This is an optimization exercise on Yosys and OpenROAD, whose aim is small area, a short achievable clock period and few clock cycles per item, not a production implementation. In this exercise RTL edits were held to simulation tests only and were not proved equivalent to the original.

==> flow/design.v <==
`timescale 1ns / 1ps
package pidsha_pkg;
  typedef struct packed {
    logic [63:0] process_start_time;
    logic [63:0] process_number;
  } pidsha_in_t;
  typedef struct packed {
    logic [31:0] uuid_time_low;
    logic [15:0] uuid_mid;
    logic [15:0] uuid_hi_version;
    logic [63:0] uuid_tail;
  } pidsha_out_t;
  localparam int CFG_IDX_W = 2;
  localparam logic [CFG_IDX_W-1:0] CFG_GUID_HIGH   = 2'd0;
  localparam logic [CFG_IDX_W-1:0] CFG_GUID_LOW    = 2'd1;
  localparam logic [CFG_IDX_W-1:0] CFG_SYSTEM_TIME = 2'd2;
  localparam int ROUNDS  = 64;
  localparam int ROUND_W = 6;
  localparam logic [ROUND_W-1:0] LAST_ROUND = ROUND_W'(ROUNDS - 1);
  localparam logic [31:0] PAD_MARKER  = 32'h8000_0000;
  localparam logic [31:0] MSG_BIT_LEN = 32'd320;
  localparam logic [3:0] UUID_VERSION = 4'h8;
  localparam logic [1:0] UUID_VARIANT = 2'b10;
  typedef enum logic [1:0] {
    ST_IDLE,
    ST_ROUND,
    ST_DONE
  } ctrl_state_t;
  typedef struct packed {
    logic               load;       
    logic               round_en;   
    logic [ROUND_W-1:0] round;      
    logic               out_load;   
  } pidsha_cmd_t;
  localparam logic [64*32-1:0] ROUND_K = {
    32'hc67178f2, 32'hbef9a3f7, 32'ha4506ceb, 32'h90befffa,
    32'h8cc70208, 32'h84c87814, 32'h78a5636f, 32'h748f82ee,
    32'h682e6ff3, 32'h5b9cca4f, 32'h4ed8aa4a, 32'h391c0cb3,
    32'h34b0bcb5, 32'h2748774c, 32'h1e376c08, 32'h19a4c116,
    32'h106aa070, 32'hf40e3585, 32'hd6990624, 32'hd192e819,
    32'hc76c51a3, 32'hc24b8b70, 32'ha81a664b, 32'ha2bfe8a1,
    32'h92722c85, 32'h81c2c92e, 32'h766a0abb, 32'h650a7354,
    32'h53380d13, 32'h4d2c6dfc, 32'h2e1b2138, 32'h27b70a85,
    32'h14292967, 32'h06ca6351, 32'hd5a79147, 32'hc6e00bf3,
    32'hbf597fc7, 32'hb00327c8, 32'ha831c66d, 32'h983e5152,
    32'h76f988da, 32'h5cb0a9dc, 32'h4a7484aa, 32'h2de92c6f,
    32'h240ca1cc, 32'h0fc19dc6, 32'hefbe4786, 32'he49b69c1,
    32'hc19bf174, 32'h9bdc06a7, 32'h80deb1fe, 32'h72be5d74,
    32'h550c7dc3, 32'h243185be, 32'h12835b01, 32'hd807aa98,
    32'hab1c5ed5, 32'h923f82a4, 32'h59f111f1, 32'h3956c25b,
    32'he9b5dba5, 32'hb5c0fbcf, 32'h71374491, 32'h428a2f98
  };
  localparam logic [8*32-1:0] INITIAL_H = {
    32'h5be0cd19, 32'h1f83d9ab, 32'h9b05688c, 32'h510e527f,
    32'ha54ff53a, 32'h3c6ef372, 32'hbb67ae85, 32'h6a09e667
  };
  function automatic logic [31:0] round_k(input logic [ROUND_W-1:0] idx);
    round_k = ROUND_K[idx*32 +: 32];
  endfunction
  function automatic logic [31:0] initial_h(input int idx);
    initial_h = INITIAL_H[idx*32 +: 32];
  endfunction
  function automatic logic [31:0] bswap32(input logic [31:0] x);
    bswap32 = {x[7:0], x[15:8], x[23:16], x[31:24]};
  endfunction
  function automatic logic [31:0] big_sigma0(input logic [31:0] x);
    big_sigma0 = {x[1:0], x[31:2]} ^ {x[12:0], x[31:13]} ^ {x[21:0], x[31:22]};
  endfunction
  function automatic logic [31:0] big_sigma1(input logic [31:0] x);
    big_sigma1 = {x[5:0], x[31:6]} ^ {x[10:0], x[31:11]} ^ {x[24:0], x[31:25]};
  endfunction
  function automatic logic [31:0] small_sigma0(input logic [31:0] x);
    small_sigma0 = {x[6:0], x[31:7]} ^ {x[17:0], x[31:18]} ^ {3'b000, x[31:3]};
  endfunction
  function automatic logic [31:0] small_sigma1(input logic [31:0] x);
    small_sigma1 = {x[16:0], x[31:17]} ^ {x[18:0], x[31:19]} ^ {10'd0, x[31:10]};
  endfunction
endpackage
`timescale 1ns / 1ps
module pidsha_ctrl (
  input  logic       clk,
  input  logic       rst_n,
  input  logic       in_valid,
  output logic       in_ready,
  output logic       out_valid,
  input  logic       out_ready,
  input  logic       cfg_valid,
  output logic       run,        
  output logic [5:0] cnt,        
  output logic       hold,       
  output logic       start,      
  output logic       last_round  
);
  logic       run_r;
  logic [5:0] cnt_r;
  logic       ov_r;
  logic       last;
  logic       last_r;     
  logic       primed_r;   
  assign last = last_r;
  always_ff @(posedge clk) begin
    if (!rst_n) begin
      run_r   <= 1'b0;
      cnt_r   <= 6'd1;
      ov_r    <= 1'b0;
      last_r  <= 1'b0;
      primed_r <= 1'b0;
    end else begin
      primed_r <= !cfg_valid;
      last_r   <= run_r && (cnt_r == 6'd0);
      if (run_r) begin
        run_r <= !last;
        cnt_r <= last ? 6'd1 : cnt_r + 1'b1;
      end else begin
        run_r <= start;
        cnt_r <= start ? 6'd2 : 6'd1;
      end
      if (last) begin
        ov_r <= 1'b1;
      end else if (out_ready) begin
        ov_r <= 1'b0;
      end
    end
  end
  assign start     = !run_r && in_valid && primed_r && (!ov_r || out_ready);
  assign in_ready  = last;
  assign out_valid = ov_r;
  assign run       = run_r;
  assign cnt       = cnt_r;
  assign hold      = ov_r && !out_ready;
  assign last_round = last_r;
endmodule
`timescale 1ns / 1ps
module pidsha_dp (
  input  logic                                clk,
  input  logic                                rst_n,
  input  logic                                cfg_valid,
  input  logic [pidsha_pkg::CFG_IDX_W-1:0]    cfg_index,
  input  logic [63:0]                         cfg_data,
  input  pidsha_pkg::pidsha_in_t              in_data,
  input  logic                                run,
  input  logic [5:0]                          cnt,
  input  logic                                hold,
  input  logic                                start,
  input  logic                                last,
  output pidsha_pkg::pidsha_out_t             out_data
);
  logic [63:0] guid_high_r;
  logic [63:0] guid_low_r;
  logic [63:0] sys_time_r;
  logic [31:0] va, vb, vc, vd, ve, vf, vg;   
  logic [31:0] sched_r [16];
  logic [31:0] hkw_r;
  logic [31:0] msg [16];
  logic [31:0] w_next;
  logic [31:0] new_w;
  logic [31:0] k_r;
  logic [31:0] hkw_g;
  logic [31:0] w_s1, w_c1, w_s2, w_c2;
  logic [31:0] k_s, k_c;
  logic [31:0] s0, s1, ch, mj;
  logic [31:0] e_s1, e_c1, e_s2, e_c2;
  logic [31:0] a_s1, a_c1, a_s2, a_c2, a_s3, a_c3;
  logic [31:0] new_a, new_e;
  logic [31:0] w_sum, k_sum, e_sum, a_sum;
  logic [31:0] h0, h1, h2, h3;
  function automatic logic [31:0] round_kx(input logic [5:0] idx);
    round_kx = (idx == 6'd63) ? 32'h307b5f59 : pidsha_pkg::round_k(idx);
  endfunction
  localparam logic [31:0] G_PRIME = 32'h5be0cd19 + 32'h428a2f98 - 32'h71374491;
  function automatic logic [31:0] csa_s(input logic [31:0] x, input logic [31:0] y, input logic [31:0] z);
    csa_s = x ^ y ^ z;
  endfunction
  function automatic logic [31:0] csa_c(input logic [31:0] x, input logic [31:0] y, input logic [31:0] z);
    logic [31:0] m;
    m = (x & y) | (x & z) | (y & z);
    csa_c = {m[30:0], 1'b0};
  endfunction
  logic [63:0] cfg_wdata;
  assign cfg_wdata = rst_n ? cfg_data : '0;
  always_ff @(posedge clk) begin
    if (!rst_n || (cfg_valid && cfg_index == pidsha_pkg::CFG_GUID_HIGH)) begin
      guid_high_r <= cfg_wdata;
    end
    if (!rst_n || (cfg_valid && cfg_index == pidsha_pkg::CFG_GUID_LOW)) begin
      guid_low_r <= cfg_wdata;
    end
    if (!rst_n || (cfg_valid && cfg_index == pidsha_pkg::CFG_SYSTEM_TIME)) begin
      sys_time_r <= cfg_wdata;
    end
  end
  always_comb begin
    msg[0]  = pidsha_pkg::bswap32(guid_high_r[63:32]);
    msg[1]  = {guid_high_r[23:16], guid_high_r[31:24], guid_high_r[7:0], guid_high_r[15:8]};
    msg[2]  = guid_low_r[63:32];
    msg[3]  = guid_low_r[31:0];
    msg[4]  = pidsha_pkg::bswap32(sys_time_r[31:0]);
    msg[5]  = pidsha_pkg::bswap32(sys_time_r[63:32]);
    msg[6]  = pidsha_pkg::bswap32(in_data.process_start_time[31:0]);
    msg[7]  = pidsha_pkg::bswap32(in_data.process_start_time[63:32]);
    msg[8]  = pidsha_pkg::bswap32(in_data.process_number[31:0]);
    msg[9]  = pidsha_pkg::bswap32(in_data.process_number[63:32]);
    msg[10] = pidsha_pkg::PAD_MARKER;
    msg[11] = '0;
    msg[12] = '0;
    msg[13] = '0;
    msg[14] = '0;
    msg[15] = pidsha_pkg::MSG_BIT_LEN;
  end
  always_comb begin
    w_s1  = csa_s(sched_r[9], sched_r[0], pidsha_pkg::small_sigma0(sched_r[1]));
    w_c1  = csa_c(sched_r[9], sched_r[0], pidsha_pkg::small_sigma0(sched_r[1]));
    w_s2  = csa_s(w_s1, w_c1, pidsha_pkg::small_sigma1(sched_r[14]));
    w_c2  = csa_c(w_s1, w_c1, pidsha_pkg::small_sigma1(sched_r[14]));
    new_w = w_sum;
    if (!run) begin
      w_next = start ? msg[1] : msg[0];
    end else if (cnt == 6'd1) begin
      w_next = msg[0];
    end else if (cnt >= 6'd2 && cnt <= 6'd15) begin
      w_next = msg[cnt[3:0]];
    end else begin
      w_next = new_w;
    end
  end
  always_ff @(posedge clk) begin
    for (int i = 0; i < 15; i++) begin
      sched_r[i] <= sched_r[i+1];
    end
    sched_r[15] <= w_next;
  end
  always_ff @(posedge clk) begin
    k_r <= round_kx(cnt);
  end
  always_comb begin
    hkw_g = vg;
    k_s   = csa_s(hkw_g, k_r, sched_r[15]);
    k_c   = csa_c(hkw_g, k_r, sched_r[15]);
  end
  always_ff @(posedge clk) begin
    hkw_r <= k_sum;
  end
  always_comb begin
    s0 = pidsha_pkg::big_sigma0(va);
    s1 = pidsha_pkg::big_sigma1(ve);
    ch = (ve & vf) ^ (~ve & vg);
    mj = (va & vb) ^ (va & vc) ^ (vb & vc);
    e_s1 = csa_s(vd, hkw_r, ch);
    e_c1 = csa_c(vd, hkw_r, ch);
    e_s2 = csa_s(e_s1, e_c1, s1);
    e_c2 = csa_c(e_s1, e_c1, s1);
    new_e = e_sum;
    a_s1 = csa_s(hkw_r, ch, mj);
    a_c1 = csa_c(hkw_r, ch, mj);
    a_s2 = csa_s(a_s1, a_c1, s0);
    a_c2 = csa_c(a_s1, a_c1, s0);
    a_s3 = csa_s(a_s2, a_c2, s1);
    a_c3 = csa_c(a_s2, a_c2, s1);
    new_a = a_sum;
  end
  always_ff @(posedge clk) begin
    va <= run ? new_a : ((va & {32{hold}}) | (pidsha_pkg::initial_h(0) & ~{32{hold}}));
    if (run) begin
      vb <= last ? va + pidsha_pkg::initial_h(1) : va;
      vc <= last ? vb + pidsha_pkg::initial_h(2) : vb;
      vd <= last ? vc + pidsha_pkg::initial_h(3) : vc;
      ve <= new_e;
      vf <= ve;
      vg <= last ? G_PRIME : vf;
    end else begin
      if (!hold) begin
        vb <= pidsha_pkg::initial_h(1);
        vc <= pidsha_pkg::initial_h(2);
        vd <= pidsha_pkg::initial_h(3);
      end
      ve <= pidsha_pkg::initial_h(4);
      vf <= pidsha_pkg::initial_h(5);
      vg <= start ? pidsha_pkg::initial_h(6) : G_PRIME;
    end
  end
  always_comb begin
    h0 = va;
    h1 = vb;
    h2 = vc;
    h3 = vd;
  end
  assign out_data.uuid_time_low   = pidsha_pkg::bswap32(h0);
  assign out_data.uuid_mid        = {h1[23:16], h1[31:24]};
  assign out_data.uuid_hi_version = {pidsha_pkg::UUID_VERSION, h1[3:0], h1[15:8]};
  assign out_data.uuid_tail       = {pidsha_pkg::UUID_VARIANT, h2[29:0], h3};
  pidsha_add32 #(.HC(1'b1)) u_add_w (.x(w_s2), .y(w_c2), .z(w_sum));
  pidsha_add32 #(.HC(1'b1)) u_add_k (.x(k_s),  .y(k_c),  .z(k_sum));
  pidsha_add32 #(.HC(1'b0)) u_add_e (.x(e_s2), .y(e_c2), .z(e_sum));
  pidsha_add32 #(.HC(1'b0)) u_add_a (.x(a_s3), .y(a_c3), .z(a_sum));
endmodule
module pidsha_pg_cell (
  input  logic g_hi,
  input  logic p_hi,
  input  logic g_lo,
  input  logic p_lo,
  output logic g,
  output logic p
);
  assign g = g_hi | (p_hi & g_lo);
  assign p = p_hi & p_lo;
endmodule
module pidsha_g_cell (
  input  logic g_hi,
  input  logic p_hi,
  input  logic g_lo,
  output logic g
);
  assign g = g_hi | (p_hi & g_lo);
endmodule
module pidsha_add32 #(
  parameter bit HC = 1'b0
) (
  input  logic [31:0] x,
  input  logic [31:0] y,
  output logic [31:0] z
);
  localparam int NLEV = HC ? 6 : 5;
  function automatic int lvl_dist(input int lv);
    lvl_dist = (HC && lv == 5) ? 1 : (1 << lv);
  endfunction
  function automatic bit sel(input int lv, input int i);
    if (i < lvl_dist(lv)) begin
      sel = 1'b0;
    end else if (!HC) begin
      sel = 1'b1;
    end else begin
      sel = (lv == 5) ? (i % 2 == 0) : (i % 2 == 1);
    end
  endfunction
  function automatic int next_dist(input int lv, input int i);
    next_dist = 0;
    for (int l = lv + 1; l < NLEV; l++) begin
      if (next_dist == 0 && sel(l, i)) begin
        next_dist = lvl_dist(l);
      end
    end
  endfunction
  logic [31:0] g [NLEV+1];
  logic [31:0] p [NLEV+1];
  assign g[0] = x & y;
  assign p[0] = x ^ y;
  for (genvar lv = 0; lv < NLEV; lv++) begin : g_lev
    for (genvar i = 0; i < 32; i++) begin : g_pos
      if (sel(lv, i) && next_dist(lv, i) != 0) begin : g_pg
        pidsha_pg_cell u_c (.g_hi(g[lv][i]), .p_hi(p[lv][i]), .g_lo(g[lv][i-lvl_dist(lv)]),
                            .p_lo(p[lv][i-lvl_dist(lv)]), .g(g[lv+1][i]), .p(p[lv+1][i]));
      end else if (sel(lv, i)) begin : g_g
        pidsha_g_cell u_c (.g_hi(g[lv][i]), .p_hi(p[lv][i]), .g_lo(g[lv][i-lvl_dist(lv)]),
                           .g(g[lv+1][i]));
        assign p[lv+1][i] = 1'b0;
      end else begin : g_pass
        assign g[lv+1][i] = g[lv][i];
        assign p[lv+1][i] = p[lv][i];
      end
    end
  end
  assign z = p[0] ^ {g[NLEV][30:0], 1'b0};
endmodule
`timescale 1ns / 1ps
module process_id_sha256_uuidv8 (
  input  logic                               clk,
  input  logic                               rst_n,
  input  logic                               in_valid,
  output logic                               in_ready,
  input  pidsha_pkg::pidsha_in_t             in_data,
  output logic                               out_valid,
  input  logic                               out_ready,
  output pidsha_pkg::pidsha_out_t            out_data,
  input  logic                               cfg_valid,
  output logic                               cfg_ready,
  input  logic [pidsha_pkg::CFG_IDX_W-1:0]   cfg_index,
  input  logic [63:0]                        cfg_data
);
  logic       run;
  logic [5:0] cnt;
  logic       hold;
  logic       start;
  logic       last;
  assign cfg_ready = 1'b1;
  pidsha_ctrl u_ctrl (
    .clk       (clk),
    .rst_n     (rst_n),
    .in_valid  (in_valid),
    .in_ready  (in_ready),
    .out_valid (out_valid),
    .out_ready (out_ready),
    .cfg_valid (cfg_valid),
    .run       (run),
    .cnt       (cnt),
    .hold      (hold),
    .start     (start),
    .last_round(last)
  );
  pidsha_dp u_dp (
    .clk       (clk),
    .rst_n     (rst_n),
    .cfg_valid (cfg_valid),
    .cfg_index (cfg_index),
    .cfg_data  (cfg_data),
    .in_data   (in_data),
    .run       (run),
    .cnt       (cnt),
    .hold      (hold),
    .start     (start),
    .last      (last),
    .out_data  (out_data)
  );
endmodule
==> flow/flow/run.sh <==
#!/bin/bash
set -euo pipefail
export ADDER_MAP_FILE=
export SETUP_SLACK_MARGIN=6.5
export BUFFER_PORTS_ARGS="-buffer_cell sky130_fd_sc_hd__buf_1"
bash standard.sh > standard.log 2>&1
==> flow/standard.sh <==
#!/bin/bash
# synth_recipe.tcl (not shown) runs the flow's synth.tcl, then flattens the netlist and writes it again
# the make line also repeats each setting of config.mk as NAME=value (left out here)
make -C /OpenROAD-flow-scripts/flow DESIGN_CONFIG=/design/flow/config.mk WORK_HOME=/design/flow/orfs CLKGATE_MAP_FILE= SYNTH_SCRIPT=/design/flow/synth_recipe.tcl "${@:-finish}"
==> flow/config.mk <==
export PLATFORM = sky130hd
export DESIGN_NAME = process_id_sha256_uuidv8
export DESIGN_NICKNAME = process_id_sha256_uuidv8
export VERILOG_FILES = /design/flow/design.v
export SDC_FILE = /design/flow/constraint.sdc
export NUM_CORES = 4
export LEC_CHECK = 0
export CAP_MARGIN = 35
export CORE_MARGIN = 2
export CORE_UTILIZATION = 40
export SLEW_MARGIN = 20
export SYNTH_HIERARCHICAL = 1
export TNS_END_PERCENT = 0
==> flow/constraint.sdc <==
create_clock -name core_clock -period 10.0 [get_ports {clk}]
set_input_delay 2.0000 -clock core_clock [delete_from_list [all_inputs] [get_ports {clk}]]
set_output_delay 2.0000 -clock core_clock [all_outputs]
set_load 0.01 [all_outputs]
==> reports/metrics.cfg <==
[clocking]
cts_hold_buf = 0
worstSkewPairLatency_ns = 0.76
cts_htree_levels = 3
cts-root-buf = sky130_fd_sc_hd__clkbuf_16
cts_tree = built
cts_buffer_depth = 3
tritoncts.num_buffers = 105
worst_setup_hold_path_clk_slew_ns = 0.08
clock_sink_count = 1002

[yosys]
seq_area_frac_synth_pct = 44.2
synthesis.instances = 5165
synth_enable_flop_cells = 288
synth_area_leaders = sky130_fd_sc_hd__dfxtp_1 28%, sky130_fd_sc_hd__edfxtp_1 17%, sky130_fd_sc_hd__xnor2_1 10%, sky130_fd_sc_hd__xor2_1 6.7%, sky130_fd_sc_hd__and2_1 6.5%
dominantRegCellSynth = sky130_fd_sc_hd__dfxtp_1
synthesis_warnings = 20
ys_seq_elements = 1002
synth.most_common_cell = sky130_fd_sc_hd__dfxtp_1
synth_top_area_share_pct = 27.5
ys_top_cells_by_count = 714 x sky130_fd_sc_hd__dfxtp_1, 601 x sky130_fd_sc_hd__xnor2_1, 537 x sky130_fd_sc_hd__and2_1
netlist.top_cell.by_area = sky130_fd_sc_hd__dfxtp_1
ys_types = 96
ys_async_sr_fraction_pct = 0
synthesis.area_mm2 = 0.0519
syn_avg_cell_area_um2 = 10.0

[floorplan]
die-area_mm2 = 0.133
number_of_core_rows = 132
design.portCount = 330
die_width_um = 364
fp.coreArea_mm2 = 0.129
start_util_pct = 40.2
floorplan.die.height_um = 364

[layout]
filler_cell_count = 12072
finalInstanceArea_mm2 = 0.0614
post_route_cells_drive_above_1_share_pct = 16.4
area_growth_pct = 18.3
design.final.nets = 5702

[routing]
remaining_drc_errors = 0
first_pass_iters = 6
route.met3.wl_um = 18100
final_antenna_net_count = 0
routed.top_layer = met5
detail_route.iter0.violations = 4263
wl_met2_um = 80800
routed_wirelength_um = 188000
wire_per_inst_um = 25.6
routed-via-count = 40410
met1Wirelength_um = 81900
vias_per_cell = 5.51

[critical_path]
cp.arrival_ns = 4.47
critPathRequiredTime_ns = 10.62
worst-path-max-fanout = 4
endpoint_kind = register
launching_element_type_of_the_critical_path = register
timing_worst_setup_path_type = register to register

[outcome]
status = complete, no violations

[placement]
post-dp-hpwl_um = 141000
dpl_worst_slack_ns = 5.58
placed_cell_area_mm2 = 0.0544
port_buffers = 322
routabilityCongestion = 0.992

[global_route]
antenna_found_initial = 12
grt_pass1_vias = 38918
first_pass_grt_wire_length_um = 268000
maximum_number_of_pins_on_one_net_before_global_route_repair = 89
gr-total-overflow = 0
gr-usage-all-layers_pct = 27.6

[hold_path]
worstHoldPathType = register to register

[timing]
period_needed_ns = 3.86
drv_slew = 0
setup_viol = 0
tightestPinTransition_ns = 0.956
grt_setup_unrepaired = true
max_freq_ghz = 0.259
fin_tns_setup_ns = 0
setup_ws_ns = 6.14
tightest_slew_margin_relative_to_the_limit_pct = 35.7
finClkSkew_ns = 0.0796
hold_vio_cnt_final = 0
layout_worst_path_cycle_share_pct = 38.6

[flow_run]
cap_viol_max_count = 0

## layer usage
layer | up-vias | GRT usage (%)
met5 | - | 0
met4 | 10 | 9.46
met3 | 350 | 6.40
met2 | 1903 | 41.6
met1 | 19739 | 38.7
li1 | 18408 | -
## critical path, stage by stage (launching register included)
cell and delay (ns):
sky130_fd_sc_hd__edfxtp_1 0.46, sky130_fd_sc_hd__maj3_2 0.40, sky130_fd_sc_hd__maj3_2 0.36, sky130_fd_sc_hd__xnor2_2 0.18
sky130_fd_sc_hd__xnor2_2 0.21, sky130_fd_sc_hd__buf_4 0.16, sky130_fd_sc_hd__maj3_2 0.36, sky130_fd_sc_hd__xor2_4 0.19
sky130_fd_sc_hd__and2_4 0.16, sky130_fd_sc_hd__a21o_1 0.18, sky130_fd_sc_hd__a21o_1 0.22, sky130_fd_sc_hd__a21o_1 0.19
sky130_fd_sc_hd__a21o_1 0.21, sky130_fd_sc_hd__xnor2_1 0.18, sky130_fd_sc_hd__xnor2_1 0.14, sky130_fd_sc_hd__nand2_1 0.07
sky130_fd_sc_hd__o21ai_0 0.11
## flip-flops by register name (all words and copies together), names as in the netlist
signal / flops
u_ctrl.ov_r: 1
u_ctrl.primed_r: 1
u_dp.ve: 32
u_dp.hkw_r: 32
u_dp.k_r: 32
u_dp.vf: 32
u_dp.vc: 32
u_dp.vb: 32
u_dp.guid_high_r: 64
u_dp.vg: 32
u_ctrl.last_r: 1
u_dp.vd: 32
u_ctrl.cnt_r: 6
u_dp.sched_r: 512
u_dp.va: 32
u_dp.sys_time_r: 64
u_dp.guid_low_r: 64
u_ctrl.run_r: 1
## cell usage in the layout, fill, tap and decap left out, types with 20 or more instances in the layout
| cell | instances |
|---|---|
| sky130_fd_sc_hd__a31oi_1 | 30 |
| sky130_fd_sc_hd__xnor2_2 | 122 |
| sky130_fd_sc_hd__nor2_1 | 201 |
| sky130_fd_sc_hd__a221oi_1 | 27 |
| sky130_fd_sc_hd__nand2b_1 | 64 |
| sky130_fd_sc_hd__mux2i_1 | 43 |
| sky130_fd_sc_hd__dfxtp_4 | 58 |
| sky130_fd_sc_hd__nand2_1 | 302 |
| sky130_fd_sc_hd__o22ai_1 | 29 |
| sky130_fd_sc_hd__a21oi_1 | 142 |
| sky130_fd_sc_hd__xnor2_1 | 479 |
| sky130_fd_sc_hd__buf_4 | 206 |
| sky130_fd_sc_hd__o211ai_1 | 28 |
| sky130_fd_sc_hd__buf_1 | 321 |
| sky130_fd_sc_hd__mux2_2 | 33 |
| sky130_fd_sc_hd__nor3_1 | 32 |
| sky130_fd_sc_hd__xor2_2 | 78 |
| sky130_fd_sc_hd__edfxtp_1 | 288 |
| sky130_fd_sc_hd__dfxtp_1 | 614 |
| sky130_fd_sc_hd__a22o_1 | 30 |
| sky130_fd_sc_hd__o21ai_1 | 21 |
| sky130_fd_sc_hd__inv_1 | 20 |
| sky130_fd_sc_hd__maj3_1 | 126 |
| sky130_fd_sc_hd__nand3_1 | 40 |
| sky130_fd_sc_hd__and2_1 | 517 |
| sky130_fd_sc_hd__clkbuf_16 | 112 |
| sky130_fd_sc_hd__xor2_1 | 316 |
| sky130_fd_sc_hd__nor2b_1 | 94 |
| sky130_fd_sc_hd__a21o_1 | 426 |
| sky130_fd_sc_hd__dfxtp_2 | 42 |
| sky130_fd_sc_hd__maj3_2 | 77 |
| sky130_fd_sc_hd__a211oi_1 | 48 |
| sky130_fd_sc_hd__o21ai_0 | 163 |
| sky130_fd_sc_hd__a22oi_1 | 23 |
## path summary, 6_finish.rpt
path	depth (start not counted)	to	slack (ns)	from
max reg2reg	16	u_dp.va[31]	6.14	u_dp.vb[7]
min	0	u_dp.sched_r[12][9]	0.27	u_dp.sched_r[13][9]
min reg2reg	0	u_dp.sched_r[12][9]	0.27	u_dp.sched_r[13][9]
max	16	u_dp.va[31]	6.14	u_dp.vb[7]
## modules after synthesis, one instance, submodules excluded, a selection
module / cells inside / area [um^2]
pidsha_g_cell: 1 / 7.51
process_id_sha256_uuidv8: 2 / 11.3
pidsha_pg_cell: 2 / 13.8
pidsha_dp: 4067 / 43700
pidsha_ctrl: 40 / 399
## stage by stage
| stage | utilization, % | hold WS [ns] | std cells |
|---|---|---|---|
| finish | 47.5 | 0.266 | 7337 |
| global route | 47.5 | 0.280 | 7336 |
| CTS | 46.7 | 0.256 | 7300 |
| detailed placement | 42.1 | 0.312 | 6979 |
| global placement | 42.0 | 0.310 | 6968 |
| floorplan | - | 0.310 | 5177 |
## logic make-up after synthesis
group | after synthesis | synth area share (%)
compound gates | 1135 | 15.2
xor+xnor | 1002 | 17.0
fa+ha+maj | 203 | 3.92
buf+inv | 344 | 3.17
flops | 1002 | 44.2
mux | 99 | 2.12
other cells | 3 | 0.0217
simple gates | 1377 | 14.3
## cell type report
class | instances | area, um^2 | area share (%)
Antenna cell | 1 | 2.50 | 0.00408
Timing Repair Buffer | 540 | 2950 | 4.80
Inverter | 23 | 86.3 | 0.141
Sequential cell | 1002 | 23200 | 37.8
Clock buffer | 148 | 3110 | 5.07
Multi-Input combinational cell | 3831 | 29300 | 47.6
Clock inverter | 50 | 612 | 0.996
Tap cell | 1742 | 2180 | 3.55
## what timing repair did
item	4_1_cts	5_1_grt
pin swaps	89	101
resized for setup	353	157
cloned	0	0
buffers inserted	123	34
endpoints found under the setup margin	120	108
Testbench counts, summed over its fixed seeds: cycles 24,976, items 384.

[afterwards: timing with drivers on the ports]
No port has a modelled driver above. Below, the same layout with a new extraction and two added sets of constraints. Step 1, drivers: a clkbuf_16 drives clk and a buf_2 each remaining input, both assumed. Step 2 adds t to the input delays and takes it off the output delays; t is the mean of the earliest and latest rising clock arrival at the registers after step 1. Input paths then give back, and output paths get back, about the clock's delay inside the block. a / b / c = ideal ports / drivers / drivers and shift; a / b = the first two.
t (ns): 0.815
setup WS [ns]: 6.144 / 6.144 / 5.705
worst hold slack (ns): 0.266 / 0.266 / 0.266
After both steps this run still meets setup and hold. For this run, drivers alone change the setup slack by 0.000 ns; drivers and shift together by -0.439 ns.
